Source: an optimization exercise on an open RTL-to-GDS flow (aim: small area, a short achievable clock period and few clock cycles). Production flows keep margins and buffers that such runs may drop. Where RTL was checked, it was by simulation tests only, not by an equivalence proof against the original. Power and IR drop assume default switching activity.

==> flow/design.v <==
`default_nettype none
package scaler_pkg;
    localparam int SRC_WIDTH  = 160;
    localparam int SRC_HEIGHT = 120;
    localparam int SCALE = 2;
    localparam int READ_LATENCY = 2;
    typedef logic [18:0] addr_t;
    typedef logic [7:0]  pixel_t;
    typedef enum logic [3:0] {
        MODE_REPLICATE = 4'd0,
        MODE_DECIMATE  = 4'd1,
        MODE_AVERAGE   = 4'd3,
        MODE_COPY      = 4'd4
    } mode_t;
endpackage
`default_nettype wire
`timescale 1ns/1ps
`default_nettype none
module image_scaler (
    input  logic        clk,
    input  logic        reset,
    input  logic [3:0]  mode,
    output logic [18:0] rom_addr,
    input  logic [7:0]  rom_data,
    output logic [18:0] ram_wraddr,
    output logic [7:0]  ram_data,
    output logic        ram_wren,
    output logic        done
);
    localparam logic [1:0] M_REP = 2'b00, M_DEC = 2'b01, M_COPY = 2'b10, M_AVG = 2'b11;
    logic        op;
    logic [1:0]  enc;
    logic        act;
    logic [1:0]  m;
    logic        hold;
    assign op   = ~mode[3] & (mode[2] ? (mode[1:0] == 2'b00) : (mode[1:0] != 2'b10));
    assign enc  = mode[2] ? M_COPY : mode[1:0];
    assign hold = op & act & (enc == m);
    wire rep  = (m == M_REP);
    wire dec  = (m == M_DEC);
    wire avg  = (m == M_AVG);
    wire copy = (m == M_COPY);
    logic        run;
    logic [14:0] A;
    logic [8:0]  c;        
    logic        ry;       
    logic        rowend;   
    logic        last;     
    logic [1:0]  sub, sube;
    logic        go, prelast;
    logic [14:0] d;
    assign sub  = c[1:0];
    assign sube = dec ? 2'b11 : sub;
    assign go   = hold & run & ~last;
    assign prelast = ((copy | avg) & (A == 15'd19198))
                   | (dec & (A == 15'd19036))
                   | (rep & ry & ~c[0] & (A == 15'd19199));
    always_comb begin
        case (m)
            M_COPY: d = 15'd1;
            M_DEC:  d = rowend ? 15'd162 : 15'd2;
            M_REP:  d = ~c[0] ? 15'd0 : ((rowend & ~ry) ? -15'd159 : 15'd1);
            default: case (sub)
                2'd1:    d = 15'd159;
                2'd3:    d = rowend ? 15'd1 : -15'd159;
                default: d = 15'd1;
            endcase
        endcase
    end
    always_ff @(posedge clk) begin
        A      <= go ? A + d : 15'd0;
        c      <= (go & ~rowend) ? {c[8:2], sube} + 9'd1 : 9'd0;
        ry     <= go & (ry ^ rowend);
        rowend <= go & ~rowend & (dec ? (c[8:2] == 7'd78) : (c == 9'd318));
    end
    logic        rw, rf, rl;
    logic [9:0]  acc;
    logic [16:0] W;
    always_ff @(posedge clk or negedge reset) begin
        if (!reset) begin
            act  <= 1'b0;
            m    <= M_REP;
            run  <= 1'b0;
            last <= 1'b0;
            rw   <= 1'b0;
            rl   <= 1'b0;
            ram_wren <= 1'b0;
            done <= 1'b0;
        end else begin
            act  <= op;
            m    <= enc;
            run  <= op & (~hold | (run & ~last));
            last <= go & prelast;
            rw   <= hold & run & (~avg | (sub == 2'd3));
            rl   <= hold & run & last;
            ram_wren <= hold & rw;
            done <= hold & (done | rl);
        end
    end
    always_ff @(posedge clk) begin
        rf  <= ~avg | (sub == 2'd0);
        acc <= avg ? ((rf ? 10'd0 : acc) + {2'b00, rom_data}) : {rom_data, 2'b00};
        W   <= hold ? W + {16'd0, ram_wren} : 17'd0;
    end
    assign rom_addr   = {4'd0, A};
    assign ram_wraddr = {2'd0, W};
    assign ram_data   = acc[9:2];
endmodule
`default_nettype wire
==> flow/config.mk <==
export PLATFORM = sky130hd
export DESIGN_NAME = image_scaler
export DESIGN_NICKNAME = image_scaler
export VERILOG_FILES = /design/flow/design.v
export SDC_FILE = /design/flow/constraint.sdc
export NUM_CORES = 4
export LEC_CHECK = 0
export CAP_MARGIN = 20
export CORE_MARGIN = 2
export CORE_UTILIZATION = 40
export SLEW_MARGIN = 20
==> flow/constraint.sdc <==
create_clock -name core_clock -period 5.0 [get_ports {clk}]
set_input_delay 1.0000 -clock core_clock [delete_from_list [all_inputs] [get_ports {clk}]]
set_output_delay 1.0000 -clock core_clock [all_outputs]
set_load 0.01 [all_outputs]
run.sh (not shown) runs the stock make flow with config.mk's settings and CLKGATE_MAP_FILE= SYNTH_SCRIPT=/design/flow/synth_recipe.tcl, a recipe that flattens the netlist after the stock synthesis.
Edit:
--- a/flow/design.v
+++ b/flow/design.v
@@ -37,26 +37,22 @@
     assign enc  = mode[2] ? M_COPY : mode[1:0];
     assign hold = op & act & (enc == m);
     wire rep  = (m == M_REP);
     wire dec  = (m == M_DEC);
     wire avg  = (m == M_AVG);
-    wire copy = (m == M_COPY);
     logic        run;
     logic [14:0] A;
-    logic [8:0]  c;        
-    logic        ry;       
-    logic        rowend;   
-    logic        last;     
+    logic [8:0]  c;
+    logic        ry;
     logic [1:0]  sub, sube;
-    logic        go, prelast;
+    logic        rowend, last, go;
     logic [14:0] d;
-    assign sub  = c[1:0];
-    assign sube = dec ? 2'b11 : sub;
-    assign go   = hold & run & ~last;
-    assign prelast = ((copy | avg) & (A == 15'd19198))
-                   | (dec & (A == 15'd19036))
-                   | (rep & ry & ~c[0] & (A == 15'd19199));
+    assign sub    = c[1:0];
+    assign sube   = dec ? 2'b11 : sub;
+    assign rowend = (c[8:2] == 7'd79) & (sube == 2'b11);
+    assign last   = (A == (dec ? 15'd19038 : 15'd19199)) & (~rep | (c[0] & ry));
+    assign go     = hold & run & ~last;
     always_comb begin
         case (m)
             M_COPY: d = 15'd1;
             M_DEC:  d = rowend ? 15'd162 : 15'd2;
             M_REP:  d = ~c[0] ? 15'd0 : ((rowend & ~ry) ? -15'd159 : 15'd1);
@@ -66,33 +62,30 @@
                 default: d = 15'd1;
             endcase
         endcase
     end
     always_ff @(posedge clk) begin
-        A      <= go ? A + d : 15'd0;
-        c      <= (go & ~rowend) ? {c[8:2], sube} + 9'd1 : 9'd0;
-        ry     <= go & (ry ^ rowend);
-        rowend <= go & ~rowend & (dec ? (c[8:2] == 7'd78) : (c == 9'd318));
+        A  <= go ? A + d : 15'd0;
+        c  <= (go & ~rowend) ? {c[8:2], sube} + 9'd1 : 9'd0;
+        ry <= go & (ry ^ rowend);
     end
     logic        rw, rf, rl;
     logic [9:0]  acc;
     logic [16:0] W;
     always_ff @(posedge clk or negedge reset) begin
         if (!reset) begin
             act  <= 1'b0;
             m    <= M_REP;
             run  <= 1'b0;
-            last <= 1'b0;
             rw   <= 1'b0;
             rl   <= 1'b0;
             ram_wren <= 1'b0;
             done <= 1'b0;
         end else begin
             act  <= op;
             m    <= enc;
             run  <= op & (~hold | (run & ~last));
-            last <= go & prelast;
             rw   <= hold & run & (~avg | (sub == 2'd3));
             rl   <= hold & run & last;
             ram_wren <= hold & rw;
             done <= hold & (done | rl);
         end
Final area is lower slightly.
Final cell count rose slightly.
Via count increases by a few percent.
First-iteration DRC count falls slightly.
Flip-flop and latch count goes down by 2.
Synthesized area came out lower slightly.
Core utilization came out higher by 0.27 points.
Non-clock buffer count grows by 1.
Power increases slightly.
Testbench counts after the change, summed over its fixed seeds: cycles 960,064.
For the first run of this note, only the layout was checked, not whether the RTL still works.

==> port drivers added, routing unchanged <==
The results above use ideal ports. As a check the final layouts listed here were re-extracted and re-timed, cells and wires unchanged. Step 1 sets driving cells, clkbuf_16 on the clock port and buf_2 on the other inputs (assumed; they add their load-dependent delay and slew). Step 2 also shifts input and output timing later by t, the mid clock arrival at the registers, as if the neighbouring blocks saw the same clock. Three values: ideal ports, drivers, drivers and shift; two values: the first two.
run	t (ns)	setup WS [ns]	hold WS [ns]
the first run	0.369	1.838 / 1.838 / 1.745	0.472 / 0.472 / 0.472
the second run	0.364	0.413 / 0.413 / 0.413	0.470 / 0.470 / 0.470
After both steps setup and hold are still met in every run listed. The setup slack of the first run, which loses most, moves by 0.000 ns with the drivers and by -0.093 ns with both steps.
